What follows belongs to an exercise in optimizing a design on an open flow for a short achievable clock period and few clock cycles; a production flow would make more cautious choices. In this exercise RTL edits were held to simulation tests only and were not proved equivalent to the original.

==> run a: inputs <==
==> flow/design.v (excerpt) <==
module acc_cpu_top (
    input  logic               clk,
    input  logic               arst_n,
    input  logic               start,
    input  logic               host_we,
    input  acc_cpu_pkg::addr_t host_addr,
    input  acc_cpu_pkg::word_t host_wdata,
    output acc_cpu_pkg::word_t host_rdata,
    output logic               busy,
    output logic               halted,
    output acc_cpu_pkg::word_t acc,
    output acc_cpu_pkg::addr_t pc
);
export LEC_CHECK = 0
export ABC_CLOCK_PERIOD_IN_PS = 1500
export CAP_MARGIN = 20
export CORE_MARGIN = 2
export CORE_UTILIZATION = 28
export SLEW_MARGIN = 20
export SYNTH_MEMORY_MAX_BITS = 8192
create_clock -name core_clock -period 26.0 [get_ports {clk}]
standard.sh (not shown) runs the stock make flow with config.mk's settings and CLKGATE_MAP_FILE= SYNTH_SCRIPT=/design/flow/synth_recipe.tcl, a recipe that flattens the netlist after the stock synthesis.
==> flow/flow/run.sh <==
#!/bin/bash
# The standard layout (standard.sh: standard synthesis, floorplan,
# placement, CTS, routing), with the timing repair steps asked to leave
# more setup slack than the clock period needs, so that they keep
# improving the critical paths instead of stopping at the period.
# make's output goes to standard.log; each ORFS step keeps its own log
# under orfs/logs.
set -uo pipefail
export SETUP_SLACK_MARGIN=19
export TNS_END_PERCENT=5
bash standard.sh > standard.log 2>&1
==> inputs of run b, as changes to run a <==
--- a/flow/design.v
+++ b/flow/design.v
@@ -435,12 +435,23 @@
     logic [17:0]         mbr3;
     acc_cpu_pkg::word_t  drem;
     acc_cpu_pkg::word_t  dquo;
     logic [1:0]          dcnt;
     logic x1_load, x1_store, x1_alu, x1_jz, x1_mul, x1_div;
     logic x2_load, x2_store, x2_alu, x2_jz, x2_mul;
+    assign x1_load  = xir1[15:12] == acc_cpu_pkg::kind_load;
+    assign x1_store = xir1[15:12] == acc_cpu_pkg::kind_store;
+    assign x1_alu   = xir1[15:12] == acc_cpu_pkg::kind_alu;
+    assign x1_jz    = xir1[15:12] == acc_cpu_pkg::kind_jz;
+    assign x1_mul   = x1_alu && (xir1[11:8] == acc_cpu_pkg::alu_mul);
+    assign x1_div   = x1_alu && (xir1[11:8] == acc_cpu_pkg::alu_div);
+    assign x2_load  = xir2[15:12] == acc_cpu_pkg::kind_load;
+    assign x2_store = xir2[15:12] == acc_cpu_pkg::kind_store;
+    assign x2_alu   = xir2[15:12] == acc_cpu_pkg::kind_alu;
+    assign x2_jz    = xir2[15:12] == acc_cpu_pkg::kind_jz;
+    assign x2_mul   = x2_alu && (xir2[11:8] == acc_cpu_pkg::alu_mul);
     logic acc_zero;
     assign acc_zero = (acc == '0);
     logic x_go;
     assign x_go = xv1 && (xm == xm_first);
     logic jz1_taken, jz2_taken, jz_taken, do2;
     assign jz1_taken = x_go && x1_jz && acc_zero;
@@ -530,25 +541,12 @@
         .quo_in  (dquo),
         .rem_out (step_rem),
         .quo_out (step_quo)
     );
     logic hold;
     assign hold = div_start || ((xm == xm_div) && (dcnt != 2'd3));
-    logic r1_load, r1_store, r1_alu, r1_jz, r1_mul, r1_div;
-    logic r2_load, r2_store, r2_alu, r2_jz, r2_mul;
-    assign r1_load  = rir1[15:12] == acc_cpu_pkg::kind_load;
-    assign r1_store = rir1[15:12] == acc_cpu_pkg::kind_store;
-    assign r1_alu   = rir1[15:12] == acc_cpu_pkg::kind_alu;
-    assign r1_jz    = rir1[15:12] == acc_cpu_pkg::kind_jz;
-    assign r1_mul   = r1_alu && (rir1[11:8] == acc_cpu_pkg::alu_mul);
-    assign r1_div   = r1_alu && (rir1[11:8] == acc_cpu_pkg::alu_div);
-    assign r2_load  = rir2[15:12] == acc_cpu_pkg::kind_load;
-    assign r2_store = rir2[15:12] == acc_cpu_pkg::kind_store;
-    assign r2_alu   = rir2[15:12] == acc_cpu_pkg::kind_alu;
-    assign r2_jz    = rir2[15:12] == acc_cpu_pkg::kind_jz;
-    assign r2_mul   = r2_alu && (rir2[11:8] == acc_cpu_pkg::alu_mul);
     logic x1_hits_r1, x2_hits_r1, x1_hits_r2, x2_hits_r2;
     assign x1_hits_r1 = st1_we && (xir1[7:0] == rir1[7:0]);
     assign x2_hits_r1 = st2_we && (xir2[7:0] == rir1[7:0]);
     assign x1_hits_r2 = st1_we && (xir1[7:0] == rir2[7:0]);
     assign x2_hits_r2 = st2_we && (xir2[7:0] == rir2[7:0]);
     acc_cpu_pkg::word_t r_b1, r_b2;
@@ -568,14 +566,14 @@
     for (genvar r = 0; r < 4; r++) begin : g_fsel
         assign fb_lo[16*r +: 16] = 16'(1) << fa_k[6*r +: 4];
         assign fb_hi[4*r +: 4]   = 4'(1) << fa_k[6*r+4 +: 2];
     end
     assign fa_low = fa[1:0];
     logic rs1, rs2;
-    assign rs1 = rv1 && !jz_taken && r1_store;
-    assign rs2 = rv2 && !jz_taken && r2_store;
+    assign rs1 = rv1 && !jz_taken && (rir1[15:12] == acc_cpu_pkg::kind_store);
+    assign rs2 = rv2 && !jz_taken && (rir2[15:12] == acc_cpu_pkg::kind_store);
     logic [2:0]  hit_late, hit_x1, hit_x2;
     logic [23:0] fw_addr;
     assign fw_addr = {fa_p2, fa_p1, fa};
     for (genvar i = 0; i < 3; i++) begin : g_hit
         assign hit_x1[i]   = st1_we && (xir1[7:0] == fw_addr[8*i +: 8]);
         assign hit_x2[i]   = st2_we && (xir2[7:0] == fw_addr[8*i +: 8]);
@@ -733,27 +731,16 @@
             op1_lo  <= 16'(1) << w1[3:0];
             op1_hi  <= 16'(1) << w1[7:4];
             op2_lo  <= 16'(1) << w2[3:0];
             op2_hi  <= 16'(1) << w2[7:4];
             xir1    <= rir1;
             xir2    <= rir2;
-            x1_load  <= r1_load;
-            x1_store <= r1_store;
-            x1_alu   <= r1_alu;
-            x1_jz    <= r1_jz;
-            x1_mul   <= r1_mul;
-            x1_div   <= r1_div;
-            x2_load  <= r2_load;
-            x2_store <= r2_store;
-            x2_alu   <= r2_alu;
-            x2_jz    <= r2_jz;
-            x2_mul   <= r2_mul;
             xk1     <= rk1;
             xk2     <= rk2;
             xsame12 <= rsame12;
-            if (rv2 && r2_store) begin
+            if (rv2 && (rir2[15:12] == acc_cpu_pkg::kind_store)) begin
                 xs_lo <= op2_lo;
                 xs_hi <= op2_hi;
             end else begin
                 xs_lo <= op1_lo;
                 xs_hi <= op1_hi;
             end
Settings changed: CORE_UTILIZATION 28 to 32.
==> results.json <==
{
  "status": "stopped before the end",
  "lastStage": "5_1_grt",
  "error_line": "[ERROR GRT-0116] Global routing finished with congestion. Check the congestion regions in the DRC Viewer.",
  "synthAdderAreaFrac_pct": 2.52,
  "cts_resized": 3442,
  "ys_ff_latch": 4512,
  "grtUsageMet3_pct": 77.2,
  "synthTopCellsByArea": "edfxtp_1 (54%), a22oi_1 (6.6%), a221oi_1 (5.4%)"
}
(the above is from run b)
==> results.json <==
{
  "netlist_instances": 21300,
  "cts_resized": 2587,
  "synth-xor-area-share_pct": 1.33,
  "yosysMostFrequentCell": "edfxtp_1",
  "ys_ff_latch": 4515,
  "error_line": "[ERROR GRT-0232] Routing congestion too high. Check the congestion heatmap in the GUI.",
  "status": "stopped before the end",
  "cts.htree.levels": 6,
  "synth_top_family_by_area": "compound AO/OA/AOI/OAI gates",
  "synthTopCellsByArea": "edfxtp_1 (54%), a22oi_1 (6.4%), a221oi_1 (5.3%)",
  "dp_worst_setup_slack_ns": 13.02,
  "grtUsageMet3_pct": 61.2,
  "synthAdderAreaFrac_pct": 2.49,
  "placement.cell_area_mm2": 0.277,
  "synth_area_per_cell_um2": 11.6,
  "postCtsSetupBuffers": 1047,
  "lastStage": "5_1_grt"
}
(the above is from run a)
Testbench counts of run a, summed over its fixed seeds: cycles 36,909.
Testbench counts of run b, summed over its fixed seeds: cycles 36,909.
